This is an optimization exercise on Yosys and OpenROAD, whose aim is small area, not a production implementation. RTL that was checked went through simulation tests only; none was proved equivalent to the original. The flow treats the clock pin as an ideal source, which a real chip does not have. Power figures rest on the tool's default switching activity, not on a simulated workload.

==> v10 <==
Design audio_processing, start of the top module:
module audio_processing #(
    parameter int num_taps = 8,
    parameter int bclk_div = 4
) (
    input  logic                        clk,
    input  logic                        rst,
    input  logic                        audio_enable,
    input  logic                        i2s_bclk,
    input  logic                        i2s_lrclk,
    input  logic                        i2s_d,
    input  logic                        coef_wr_en,
    input  audio_pkg::band_t            coef_band,
    input  logic [$clog2(num_taps)-1:0] coef_addr,
    input  audio_pkg::coef_t            coef_data,
    input  logic                        gain_wr_en,
    input  audio_pkg::band_t            gain_band,
    input  audio_pkg::gain_t            gain_data,
    output logic                        dac_bclk,
    output logic                        dac_lrclk,
    output logic                        dac_data
);
export LEC_CHECK = 0
export CAP_MARGIN = 20
export CORE_MARGIN = 2
export CORE_UTILIZATION = 65
export CTS_BUF_LIST = sky130_fd_sc_hd__clkbuf_16
export CTS_CLUSTER_DIAMETER = 100
export CTS_CLUSTER_SIZE = 20
export SLEW_MARGIN = 20
export SYNTH_HIERARCHICAL = 1
create_clock -name core_clock -period 20.0 [get_ports {clk}]
standard.sh (not shown) runs the stock make flow with config.mk's settings and CLKGATE_MAP_FILE= SYNTH_SCRIPT=/design/flow/synth_recipe.tcl, a recipe that flattens the netlist after the stock synthesis.
==> flow/flow/run.sh <==
#!/bin/bash
set -euo pipefail
export RECOVER_POWER=100
bash standard.sh > standard.log 2>&1
==> v20: changes against v10 <==
--- a/flow/design.v
+++ b/flow/design.v
@@ -86,13 +86,13 @@
     wire pend_c = pend & ~first;
     wire one0 = c[0] ^ 1'b0;
     wire two0 = (c[1] & ~c[0] & ~1'b0) | (~c[1] & c[0] & 1'b0);
     wire neg0 = c[1];
     wire neg0_n = ~c[1];
     wire [24:0] pp0;
-    eq_mac_sel0 s0_0 (.one(one0), .neg(neg0), .a(x[0]), .y(pp0[0]));
+    eq_mac_sel s0_0 (.one(one0), .two(two0), .neg(neg0), .a(x[0]), .b(1'b0), .y(pp0[0]));
     eq_mac_sel s0_1 (.one(one0), .two(two0), .neg(neg0), .a(x[1]), .b(x[0]), .y(pp0[1]));
     eq_mac_sel s0_2 (.one(one0), .two(two0), .neg(neg0), .a(x[2]), .b(x[1]), .y(pp0[2]));
     eq_mac_sel s0_3 (.one(one0), .two(two0), .neg(neg0), .a(x[3]), .b(x[2]), .y(pp0[3]));
     eq_mac_sel s0_4 (.one(one0), .two(two0), .neg(neg0), .a(x[4]), .b(x[3]), .y(pp0[4]));
     eq_mac_sel s0_5 (.one(one0), .two(two0), .neg(neg0), .a(x[5]), .b(x[4]), .y(pp0[5]));
     eq_mac_sel s0_6 (.one(one0), .two(two0), .neg(neg0), .a(x[6]), .b(x[5]), .y(pp0[6]));
@@ -116,13 +116,13 @@
     eq_mac_selp s0_24 (.one(one0), .two(two0), .neg(neg0), .a(x[23]), .b(x[23]), .y(pp0[24]));
     wire one1 = c[2] ^ c[1];
     wire two1 = (c[3] & ~c[2] & ~c[1]) | (~c[3] & c[2] & c[1]);
     wire neg1 = c[3];
     wire neg1_n = ~c[3];
     wire [24:0] pp1;
-    eq_mac_sel0 s1_0 (.one(one1), .neg(neg1), .a(x[0]), .y(pp1[0]));
+    eq_mac_sel s1_0 (.one(one1), .two(two1), .neg(neg1), .a(x[0]), .b(1'b0), .y(pp1[0]));
     eq_mac_sel s1_1 (.one(one1), .two(two1), .neg(neg1), .a(x[1]), .b(x[0]), .y(pp1[1]));
     eq_mac_sel s1_2 (.one(one1), .two(two1), .neg(neg1), .a(x[2]), .b(x[1]), .y(pp1[2]));
     eq_mac_sel s1_3 (.one(one1), .two(two1), .neg(neg1), .a(x[3]), .b(x[2]), .y(pp1[3]));
     eq_mac_sel s1_4 (.one(one1), .two(two1), .neg(neg1), .a(x[4]), .b(x[3]), .y(pp1[4]));
     eq_mac_sel s1_5 (.one(one1), .two(two1), .neg(neg1), .a(x[5]), .b(x[4]), .y(pp1[5]));
     eq_mac_sel s1_6 (.one(one1), .two(two1), .neg(neg1), .a(x[6]), .b(x[5]), .y(pp1[6]));
@@ -146,13 +146,13 @@
     eq_mac_selp s1_24 (.one(one1), .two(two1), .neg(neg1), .a(x[23]), .b(x[23]), .y(pp1[24]));
     wire one2 = c[4] ^ c[3];
     wire two2 = (c[5] & ~c[4] & ~c[3]) | (~c[5] & c[4] & c[3]);
     wire neg2 = c[5];
     wire neg2_n = ~c[5];
     wire [24:0] pp2;
-    eq_mac_sel0 s2_0 (.one(one2), .neg(neg2), .a(x[0]), .y(pp2[0]));
+    eq_mac_sel s2_0 (.one(one2), .two(two2), .neg(neg2), .a(x[0]), .b(1'b0), .y(pp2[0]));
     eq_mac_sel s2_1 (.one(one2), .two(two2), .neg(neg2), .a(x[1]), .b(x[0]), .y(pp2[1]));
     eq_mac_sel s2_2 (.one(one2), .two(two2), .neg(neg2), .a(x[2]), .b(x[1]), .y(pp2[2]));
     eq_mac_sel s2_3 (.one(one2), .two(two2), .neg(neg2), .a(x[3]), .b(x[2]), .y(pp2[3]));
     eq_mac_sel s2_4 (.one(one2), .two(two2), .neg(neg2), .a(x[4]), .b(x[3]), .y(pp2[4]));
     eq_mac_sel s2_5 (.one(one2), .two(two2), .neg(neg2), .a(x[5]), .b(x[4]), .y(pp2[5]));
     eq_mac_sel s2_6 (.one(one2), .two(two2), .neg(neg2), .a(x[6]), .b(x[5]), .y(pp2[6]));
@@ -176,13 +176,13 @@
     eq_mac_selp s2_24 (.one(one2), .two(two2), .neg(neg2), .a(x[23]), .b(x[23]), .y(pp2[24]));
     wire one3 = c[6] ^ c[5];
     wire two3 = (c[7] & ~c[6] & ~c[5]) | (~c[7] & c[6] & c[5]);
     wire neg3 = c[7];
     wire neg3_n = ~c[7];
     wire [24:0] pp3;
-    eq_mac_sel0 s3_0 (.one(one3), .neg(neg3), .a(x[0]), .y(pp3[0]));
+    eq_mac_sel s3_0 (.one(one3), .two(two3), .neg(neg3), .a(x[0]), .b(1'b0), .y(pp3[0]));
     eq_mac_sel s3_1 (.one(one3), .two(two3), .neg(neg3), .a(x[1]), .b(x[0]), .y(pp3[1]));
     eq_mac_sel s3_2 (.one(one3), .two(two3), .neg(neg3), .a(x[2]), .b(x[1]), .y(pp3[2]));
     eq_mac_sel s3_3 (.one(one3), .two(two3), .neg(neg3), .a(x[3]), .b(x[2]), .y(pp3[3]));
     eq_mac_sel s3_4 (.one(one3), .two(two3), .neg(neg3), .a(x[4]), .b(x[3]), .y(pp3[4]));
     eq_mac_sel s3_5 (.one(one3), .two(two3), .neg(neg3), .a(x[5]), .b(x[4]), .y(pp3[5]));
     eq_mac_sel s3_6 (.one(one3), .two(two3), .neg(neg3), .a(x[6]), .b(x[5]), .y(pp3[6]));
@@ -206,13 +206,13 @@
     eq_mac_selp s3_24 (.one(one3), .two(two3), .neg(neg3), .a(x[23]), .b(x[23]), .y(pp3[24]));
     wire one4 = c[8] ^ c[7];
     wire two4 = (c[9] & ~c[8] & ~c[7]) | (~c[9] & c[8] & c[7]);
     wire neg4 = c[9];
     wire neg4_n = ~c[9];
     wire [24:0] pp4;
-    eq_mac_sel0 s4_0 (.one(one4), .neg(neg4), .a(x[0]), .y(pp4[0]));
+    eq_mac_sel s4_0 (.one(one4), .two(two4), .neg(neg4), .a(x[0]), .b(1'b0), .y(pp4[0]));
     eq_mac_sel s4_1 (.one(one4), .two(two4), .neg(neg4), .a(x[1]), .b(x[0]), .y(pp4[1]));
     eq_mac_sel s4_2 (.one(one4), .two(two4), .neg(neg4), .a(x[2]), .b(x[1]), .y(pp4[2]));
     eq_mac_sel s4_3 (.one(one4), .two(two4), .neg(neg4), .a(x[3]), .b(x[2]), .y(pp4[3]));
     eq_mac_sel s4_4 (.one(one4), .two(two4), .neg(neg4), .a(x[4]), .b(x[3]), .y(pp4[4]));
     eq_mac_sel s4_5 (.one(one4), .two(two4), .neg(neg4), .a(x[5]), .b(x[4]), .y(pp4[5]));
     eq_mac_sel s4_6 (.one(one4), .two(two4), .neg(neg4), .a(x[6]), .b(x[5]), .y(pp4[6]));
@@ -236,13 +236,13 @@
     eq_mac_selp s4_24 (.one(one4), .two(two4), .neg(neg4), .a(x[23]), .b(x[23]), .y(pp4[24]));
     wire one5 = c[10] ^ c[9];
     wire two5 = (c[11] & ~c[10] & ~c[9]) | (~c[11] & c[10] & c[9]);
     wire neg5 = c[11];
     wire neg5_n = ~c[11];
     wire [24:0] pp5;
-    eq_mac_sel0 s5_0 (.one(one5), .neg(neg5), .a(x[0]), .y(pp5[0]));
+    eq_mac_sel s5_0 (.one(one5), .two(two5), .neg(neg5), .a(x[0]), .b(1'b0), .y(pp5[0]));
     eq_mac_sel s5_1 (.one(one5), .two(two5), .neg(neg5), .a(x[1]), .b(x[0]), .y(pp5[1]));
     eq_mac_sel s5_2 (.one(one5), .two(two5), .neg(neg5), .a(x[2]), .b(x[1]), .y(pp5[2]));
     eq_mac_sel s5_3 (.one(one5), .two(two5), .neg(neg5), .a(x[3]), .b(x[2]), .y(pp5[3]));
     eq_mac_sel s5_4 (.one(one5), .two(two5), .neg(neg5), .a(x[4]), .b(x[3]), .y(pp5[4]));
     eq_mac_sel s5_5 (.one(one5), .two(two5), .neg(neg5), .a(x[5]), .b(x[4]), .y(pp5[5]));
     eq_mac_sel s5_6 (.one(one5), .two(two5), .neg(neg5), .a(x[6]), .b(x[5]), .y(pp5[6]));
@@ -266,13 +266,13 @@
     eq_mac_selp s5_24 (.one(one5), .two(two5), .neg(neg5), .a(x[23]), .b(x[23]), .y(pp5[24]));
     wire one6 = c[12] ^ c[11];
     wire two6 = (c[13] & ~c[12] & ~c[11]) | (~c[13] & c[12] & c[11]);
     wire neg6 = c[13];
     wire neg6_n = ~c[13];
     wire [24:0] pp6;
-    eq_mac_sel0 s6_0 (.one(one6), .neg(neg6), .a(x[0]), .y(pp6[0]));
+    eq_mac_sel s6_0 (.one(one6), .two(two6), .neg(neg6), .a(x[0]), .b(1'b0), .y(pp6[0]));
     eq_mac_sel s6_1 (.one(one6), .two(two6), .neg(neg6), .a(x[1]), .b(x[0]), .y(pp6[1]));
     eq_mac_sel s6_2 (.one(one6), .two(two6), .neg(neg6), .a(x[2]), .b(x[1]), .y(pp6[2]));
     eq_mac_sel s6_3 (.one(one6), .two(two6), .neg(neg6), .a(x[3]), .b(x[2]), .y(pp6[3]));
     eq_mac_sel s6_4 (.one(one6), .two(two6), .neg(neg6), .a(x[4]), .b(x[3]), .y(pp6[4]));
     eq_mac_sel s6_5 (.one(one6), .two(two6), .neg(neg6), .a(x[5]), .b(x[4]), .y(pp6[5]));
     eq_mac_sel s6_6 (.one(one6), .two(two6), .neg(neg6), .a(x[6]), .b(x[5]), .y(pp6[6]));
@@ -296,13 +296,13 @@
     eq_mac_selp s6_24 (.one(one6), .two(two6), .neg(neg6), .a(x[23]), .b(x[23]), .y(pp6[24]));
     wire one7 = c[14] ^ c[13];
     wire two7 = (c[15] & ~c[14] & ~c[13]) | (~c[15] & c[14] & c[13]);
     wire neg7 = c[15];
     wire neg7_n = ~c[15];
     wire [24:0] pp7;
-    eq_mac_sel0 s7_0 (.one(one7), .neg(neg7), .a(x[0]), .y(pp7[0]));
+    eq_mac_sel s7_0 (.one(one7), .two(two7), .neg(neg7), .a(x[0]), .b(1'b0), .y(pp7[0]));
     eq_mac_sel s7_1 (.one(one7), .two(two7), .neg(neg7), .a(x[1]), .b(x[0]), .y(pp7[1]));
     eq_mac_sel s7_2 (.one(one7), .two(two7), .neg(neg7), .a(x[2]), .b(x[1]), .y(pp7[2]));
     eq_mac_sel s7_3 (.one(one7), .two(two7), .neg(neg7), .a(x[3]), .b(x[2]), .y(pp7[3]));
     eq_mac_sel s7_4 (.one(one7), .two(two7), .neg(neg7), .a(x[4]), .b(x[3]), .y(pp7[4]));
     eq_mac_sel s7_5 (.one(one7), .two(two7), .neg(neg7), .a(x[5]), .b(x[4]), .y(pp7[5]));
     eq_mac_sel s7_6 (.one(one7), .two(two7), .neg(neg7), .a(x[6]), .b(x[5]), .y(pp7[6]));
@@ -875,41 +875,34 @@
     input  logic a,
     input  logic b,
     output logic y
 );
     assign y = ~(((one & a) | (two & b)) ^ neg);
 endmodule
-module eq_mac_sel0 (
-    input  logic one,
-    input  logic neg,
-    input  logic a,
-    output logic y
-);
-    assign y = ~((one & a) ^ neg);
-endmodule
 module eq_mac_selp (
     input  logic one,
     input  logic two,
     input  logic neg,
     input  logic a,
     input  logic b,
     output logic y
 );
     assign y = ((one & a) | (two & b)) ^ neg;
 endmodule
 module eq_mac_resolve (
-    input  logic [42:22] acc_n,
+    input  logic [42:0] acc_n,
     input  logic            pend,
-    output logic [42:22] res_n
+    output logic [42:0] acc
 );
-    logic [43:22] cy;
+    logic [43:22] bw;                  
     always_comb begin
-        cy[22] = pend;
+        acc = ~acc_n;
+        bw[22] = pend;
         for (int i = 22; i < 43; i++) begin
-            res_n[i] = acc_n[i] ^ cy[i];
-            cy[i+1]  = acc_n[i] & cy[i];
+            acc[i]  = ~acc_n[i] ^ bw[i];
+            bw[i+1] = acc_n[i] & bw[i];
         end
     end
 endmodule
 `timescale 1ns/100ps
 module eq_band_mixer (
     input  logic        clk,
@@ -1049,13 +1042,12 @@
     logic [15:0] gain_r0, gain_r1, gain_fwd0, gain_fwd1;
     logic        band_valid, s1_valid, mix_valid;
     logic [42:0] acc0_n, acc1_n;     
     logic        pend0, pend1;   
     logic [42:0] sum0_n, sum1_n;
     logic        pout0, pout1;
-    logic [42:0] res0_n, res1_n;    
     logic [42:0] acc0, acc1;
     logic [23:0] res0, res1;         
     logic [23:0] sat15_0, sat15_1, sat14_0, sat14_1;
     logic [23:0] x0, x1;
     logic [15:0] c0, c1;
     logic        first;
@@ -1123,18 +1115,14 @@
     eq_band_mixer gains (
         .clk (clk), .rst (rst),
         .gain_wr_en (gain_wr_en), .gain_band (gain_band), .gain_data (gain_data),
         .gain_r0 (gain_r0), .gain_r1 (gain_r1),
         .gain_fwd0 (gain_fwd0), .gain_fwd1 (gain_fwd1)
     );
-    eq_mac_resolve res_0 (.acc_n (acc0_n[42:22]), .pend (pend0), .res_n (res0_n[42:22]));
-    eq_mac_resolve res_1 (.acc_n (acc1_n[42:22]), .pend (pend1), .res_n (res1_n[42:22]));
-    assign res0_n[21:0] = acc0_n[21:0];
-    assign res1_n[21:0] = acc1_n[21:0];
-    assign acc0 = ~res0_n;
-    assign acc1 = ~res1_n;
+    eq_mac_resolve res_0 (.acc_n (acc0_n), .pend (pend0), .acc (acc0));
+    eq_mac_resolve res_1 (.acc_n (acc1_n), .pend (pend1), .acc (acc1));
     assign sat15_0 = sat_shift15(acc0);
     assign sat15_1 = sat_shift15(acc1);
     assign sat14_0 = sat_shift14(acc0);
     assign sat14_1 = sat_shift14(acc1);
     assign first = (pass && tap == 3'd0) || band_valid;
     assign x0 = band_valid ? res0 : s1_valid ? res1    : tap_x;
==> flow/run.sh (new file) <==
#!/bin/bash
# synth_recipe.tcl (not shown) runs the flow's synth.tcl, then flattens the netlist and writes it again
# the make line also repeats each setting of config.mk as NAME=value (left out here)
make -C /OpenROAD-flow-scripts/flow DESIGN_CONFIG=/design/flow/config.mk WORK_HOME=/design/flow/orfs CLKGATE_MAP_FILE= SYNTH_SCRIPT=/design/flow/synth_recipe.tcl finish
Settings changed: CTS_BUF_LIST sky130_fd_sc_hd__clkbuf_16 to not set, CTS_CLUSTER_DIAMETER 100 to not set, CTS_CLUSTER_SIZE 20 to not set.
removed: flow/flow/run.sh
removed: flow/standard.sh
==> v9: changes against v10 <==
--- a/flow/design.v
+++ b/flow/design.v
@@ -894,18 +894,19 @@
     input  logic b,
     output logic y
 );
     assign y = ((one & a) | (two & b)) ^ neg;
 endmodule
 module eq_mac_resolve (
-    input  logic [42:22] acc_n,
+    input  logic [42:0] acc_n,
     input  logic            pend,
-    output logic [42:22] res_n
+    output logic [42:0] res_n
 );
     logic [43:22] cy;
     always_comb begin
+        res_n = acc_n;
         cy[22] = pend;
         for (int i = 22; i < 43; i++) begin
             res_n[i] = acc_n[i] ^ cy[i];
             cy[i+1]  = acc_n[i] & cy[i];
         end
     end
@@ -1123,16 +1124,14 @@
     eq_band_mixer gains (
         .clk (clk), .rst (rst),
         .gain_wr_en (gain_wr_en), .gain_band (gain_band), .gain_data (gain_data),
         .gain_r0 (gain_r0), .gain_r1 (gain_r1),
         .gain_fwd0 (gain_fwd0), .gain_fwd1 (gain_fwd1)
     );
-    eq_mac_resolve res_0 (.acc_n (acc0_n[42:22]), .pend (pend0), .res_n (res0_n[42:22]));
-    eq_mac_resolve res_1 (.acc_n (acc1_n[42:22]), .pend (pend1), .res_n (res1_n[42:22]));
-    assign res0_n[21:0] = acc0_n[21:0];
-    assign res1_n[21:0] = acc1_n[21:0];
+    eq_mac_resolve res_0 (.acc_n (acc0_n), .pend (pend0), .res_n (res0_n));
+    eq_mac_resolve res_1 (.acc_n (acc1_n), .pend (pend1), .res_n (res1_n));
     assign acc0 = ~res0_n;
     assign acc1 = ~res1_n;
     assign sat15_0 = sat_shift15(acc0);
     assign sat15_1 = sat_shift15(acc1);
     assign sat14_0 = sat_shift14(acc0);
     assign sat14_1 = sat_shift14(acc1);
==> flow/run.sh (new file) <==
#!/bin/bash
# synth_recipe.tcl (not shown) runs the flow's synth.tcl, then flattens the netlist and writes it again
# the make line also repeats each setting of config.mk as NAME=value (left out here)
make -C /OpenROAD-flow-scripts/flow DESIGN_CONFIG=/design/flow/config.mk WORK_HOME=/design/flow/orfs CLKGATE_MAP_FILE= SYNTH_SCRIPT=/design/flow/synth_recipe.tcl finish
Settings changed: CTS_CLUSTER_DIAMETER 100 to 150, CTS_CLUSTER_SIZE 20 to 24.
removed: flow/flow/run.sh
removed: flow/standard.sh
==> v5: changes against v10 <==
--- a/flow/design.v
+++ b/flow/design.v
@@ -24,13 +24,14 @@
     input  logic        clk,
     input  logic        rst,
     input  logic        audio_enable,
     input  logic        i2s_bclk,             
     input  logic        i2s_lrclk,            
     input  logic        i2s_d,
-    output logic        left_done,            
+    output logic        left_soon,            
+    output logic        frame_soon,           
     output logic        frame_done,           
     output logic [23:0] shift_sr
 );
     logic [2:0] bclk_sync;           
     logic [2:0] lrclk_sync;
     logic [1:0] d_sync;
@@ -50,14 +51,15 @@
             d_sync     <= {d_sync[0], i2s_d};
         end
     end
     assign bclk_rise = bclk_sync[1] & ~bclk_sync[2];
     assign lr_rise   = lrclk_sync[1] & ~lrclk_sync[2];      
     assign lr_fall   = ~lrclk_sync[1] & lrclk_sync[2];      
-    assign left_done  = lr_rise & armed;
     assign frame_done = lr_fall & armed;                    
+    assign left_soon  = lrclk_sync[0] & ~lrclk_sync[1] & armed;
+    assign frame_soon = ~lrclk_sync[0] & lrclk_sync[1] & armed;
     always_ff @(posedge clk) begin
         if (rst || !audio_enable) begin
             bit_cnt <= '0;
             armed   <= 1'b0;
         end else begin
             if (lr_fall)
@@ -1029,19 +1031,23 @@
     input  audio_pkg::gain_t            gain_data,
     output logic                        dac_bclk,
     output logic                        dac_lrclk,
     output logic                        dac_data
 );
     logic        clr;
-    logic        left_done, frame_done;
+    logic        left_soon, frame_soon, frame_done;
     logic [23:0] shift_sr;
     logic [4:0]  seq;
     logic [3:0]  hist_cnt;           
     logic [191:0] ring_l;            
     logic [191:0] ring_r;
-    logic        rot_l, rot_r, feed_l, feed_r;
+    logic [2:0]  ptr_l, ptr_r;       
+    logic        want_l, want_r;     
+    logic        feed_l, feed_r;
+    logic [2:0]  pos_l, pos_r;
+    logic [7:0]  sel_l, sel_r;
     logic        pass;
     logic [2:0]  tap;
     logic        tap_ok;
     logic [23:0] tap_x;
     logic [15:0] coef0 [8];
     logic [15:0] coef1 [8];
@@ -1060,22 +1066,21 @@
     logic [15:0] c0, c1;
     logic        first;
     assign clr = rst | ~audio_enable;
     i2s_receiver rx (
         .clk (clk), .rst (rst), .audio_enable (audio_enable),
         .i2s_bclk (i2s_bclk), .i2s_lrclk (i2s_lrclk), .i2s_d (i2s_d),
-        .left_done (left_done), .frame_done (frame_done), .shift_sr (shift_sr)
+        .left_soon (left_soon), .frame_soon (frame_soon), .frame_done (frame_done),
+        .shift_sr (shift_sr)
     );
     always_ff @(posedge clk) begin
         if (clr)
             seq <= 5'd21;
         else if (frame_done)
             seq <= 5'd30;
-        else if (left_done)
-            seq <= 5'd22;
-        else if (seq != 5'd21 && seq != 5'd29)
+        else if (seq != 5'd21)
             seq <= seq + 5'd1;
     end
     always_ff @(posedge clk) begin
         if (clr)
             hist_cnt <= '0;
         else if (seq == 5'd31 && hist_cnt != 4'd8)
@@ -1094,26 +1099,50 @@
             mix_valid <= 1'b0;
         end else begin
             s1_valid  <= band_valid;
             mix_valid <= s1_valid;
         end
     end
-    assign rot_l  = (seq == 5'd31) || (seq <= 5'd14) || (seq >= 5'd22 && seq <= 5'd28);
-    assign feed_l = (seq == 5'd22);
-    assign rot_r  = (seq <= 5'd20) || (seq >= 5'd30);
-    assign feed_r = (seq == 5'd0);
+    assign feed_l = (want_l || left_soon) && ptr_l == 3'd1;
+    assign feed_r = (want_r || frame_soon) && ptr_r == 3'd1;
     always_ff @(posedge clk) begin
-        if (rot_l)
-            ring_l <= {feed_l ? shift_sr : ring_l[23:0], ring_l[191:24]};
-        if (rot_r)
-            ring_r <= {feed_r ? shift_sr : ring_r[23:0], ring_r[191:24]};
+        ring_l <= {feed_l ? shift_sr : ring_l[23:0], ring_l[191:24]};
+        ring_r <= {feed_r ? shift_sr : ring_r[23:0], ring_r[191:24]};
+    end
+    always_ff @(posedge clk) begin
+        if (rst) begin
+            ptr_l  <= '0;
+            ptr_r  <= '0;
+            want_l <= 1'b0;
+            want_r <= 1'b0;
+        end else begin
+            ptr_l  <= feed_l ? 3'd7 : ptr_l - 3'd1;
+            ptr_r  <= feed_r ? 3'd7 : ptr_r - 3'd1;
+            want_l <= (want_l || left_soon) && !feed_l;
+            want_r <= (want_r || frame_soon) && !feed_r;
+        end
+    end
+    assign pos_l = ptr_l + tap;
+    assign pos_r = ptr_r + tap;
+    always_comb begin
+        for (int i = 0; i < 8; i++) begin
+            sel_l[i] = tap_ok && !seq[3] && pos_l == 3'(i);
+            sel_r[i] = tap_ok &&  seq[3] && pos_r == 3'(i);
+        end
+    end
+    for (genvar b = 0; b < 24; b++) begin : g_tap
+        logic [15:0] d;
+        for (genvar i = 0; i < 8; i++) begin : g_word
+            assign d[i]     = ring_l[i*24 + b];
+            assign d[i + 8] = ring_r[i*24 + b];
+        end
+        eq_pick16 pick (.sel ({sel_r, sel_l}), .d (d), .y (tap_x[b]));
     end
     assign pass   = ~seq[4];
     assign tap    = seq[2:0];
     assign tap_ok = pass && ({1'b0, tap} < hist_cnt);   
-    assign tap_x  = tap_ok ? (seq[3] ? ring_r[23:0] : ring_l[23:0]) : 24'd0;
     assign coef_wdata = rst ? 16'd0 : coef_data;
     always_ff @(posedge clk) begin
         for (int i = 0; i < 8; i++) begin
             if (rst || (coef_wr_en && !coef_band && coef_addr == 3'(i)))
                 coef0[i] <= coef_wdata;
             if (rst || (coef_wr_en && coef_band && coef_addr == 3'(i)))
@@ -1172,6 +1201,13 @@
         if (v[42:37] == 6'b000000 || v[42:37] == 6'b111111)
             sat_shift14 = v[37:14];
         else
             sat_shift14 = v[42] ? 24'h800000 : 24'h7fffff;
     endfunction
 endmodule
+module eq_pick16 (
+    input  logic [15:0] sel,
+    input  logic [15:0] d,
+    output logic        y
+);
+    assign y = |(sel & d);
+endmodule
==> flow/flow/run.sh (replaced) <==
#!/bin/bash
set -euo pipefail
W=$PWD
{ head -n 1 synth_recipe.tcl; cat flow/abc_proc.tcl; tail -n +2 synth_recipe.tcl; } > own_synth.tcl
sed "s|SYNTH_SCRIPT=[^ ]*synth_recipe.tcl|SYNTH_SCRIPT=$W/own_synth.tcl|" standard.sh > own_standard.sh
grep -q "SYNTH_SCRIPT=$W/own_synth.tcl" own_standard.sh
export OWN_ABC_SCRIPT=$W/flow/abc_map.script
export CTS_ARGS="-sink_clustering_enable -repair_clock_nets -sink_clustering_size 24 -sink_clustering_max_diameter 100 -buf_list sky130_fd_sc_hd__clkbuf_16 -dont_use_dummy_load"
bash own_standard.sh > standard.log 2>&1
==> flow/flow/abc_map.script (new file) <==
&get -n
&st
&dch
&nf -R 1000 -p
&st
&syn2
&if -g -K 6
&synch2
&nf -R 1000 -p
&st
&syn2
&if -g -K 6
&synch2
&nf -R 1000 -p
&st
&syn2
&if -g -K 6
&synch2
&nf -R 1000 -p
&st
&syn2
&if -g -K 6
&synch2
&nf -R 1000 -p
&st
&syn2
&if -g -K 6
&synch2
&nf -R 1000 -p
&put
buffer -c
topo
stime -c
dnsize -c
==> flow/flow/abc_proc.tcl (new file) <==
# Own synthesis: ORFS's synthesis exactly as the standard flow's synth_recipe.tcl runs it, except that the
# final technology mapping (abc) uses flow/abc_map.script instead of ORFS's abc_speed.script:
# the same sequence with the delay relaxed in &nf (-R 1000, pin permutation on) and without
# upsizing, so that gates are mapped for area; the clock period leaves ample slack.
proc abc {args} {
  set i [lsearch -exact $args -script]
  if { $i >= 0 } {
    lset args [expr { $i + 1 }] $::env(OWN_ABC_SCRIPT)
  }
  yosys abc {*}$args
}
Settings changed: CORE_UTILIZATION 65 to 70, CTS_CLUSTER_SIZE 20 to 24.
==> comparison <==
Final area: v20 is higher than v10 (3.5%).
Fmax: v5 > v9 > v20 > v10.
In critical path depth, v20 and v9 do not differ.
v20 finished with timing, DRC and antenna clean. v10 finished but failed the layout checks on capacitance limit, slew limit. v5 finished with timing, DRC and antenna clean. v9 ran to the end with no violations.
In sequential cell count, v20 and v10 do not differ.
Against v10, the clock power of v9 is smaller by about 10%.
Hold slack: v5 < v20 < v9 < v10.
Non-clock buffer count: v5 is higher than v9 (13).
First-iteration DRC count is about the same in v9 and v10.
Synthesized cell count, lowest first: v10, v9, v20, v5.
No functional check of the RTL was part of v20.

re-timing with driven ports:
No port has a modelled driver above. Below, the same layouts with a new extraction and two added sets of constraints. Step 1 sets driving cells, clkbuf_16 on the clock port and buf_2 on the other inputs (assumed; they add their load-dependent delay and slew). Step 2 moves the port delays by t, midway between the first and last clock arrival at a register: inputs arrive t later, outputs are due t later. That takes back most of the time a late clock gives input paths. Three values: ideal, step 1, step 2; two values: the first two.
run | t (ns) | slack for setup (ns) | worst setup path at the end | latest minus earliest clock arrival (ns)
v10 | 0.730 | 2.143 / 2.143 / 2.143 | register to register | 0.035 / 0.035
v20 | 0.748 | 2.577 / 2.577 / 2.577 | register to register | 0.037 / 0.037
v9 | 0.714 | 2.691 / 2.691 / 2.691 | register to register | 0.062 / 0.062
v5 | 0.688 | 2.958 / 2.958 / 2.958 | register to register | 0.127 / 0.127
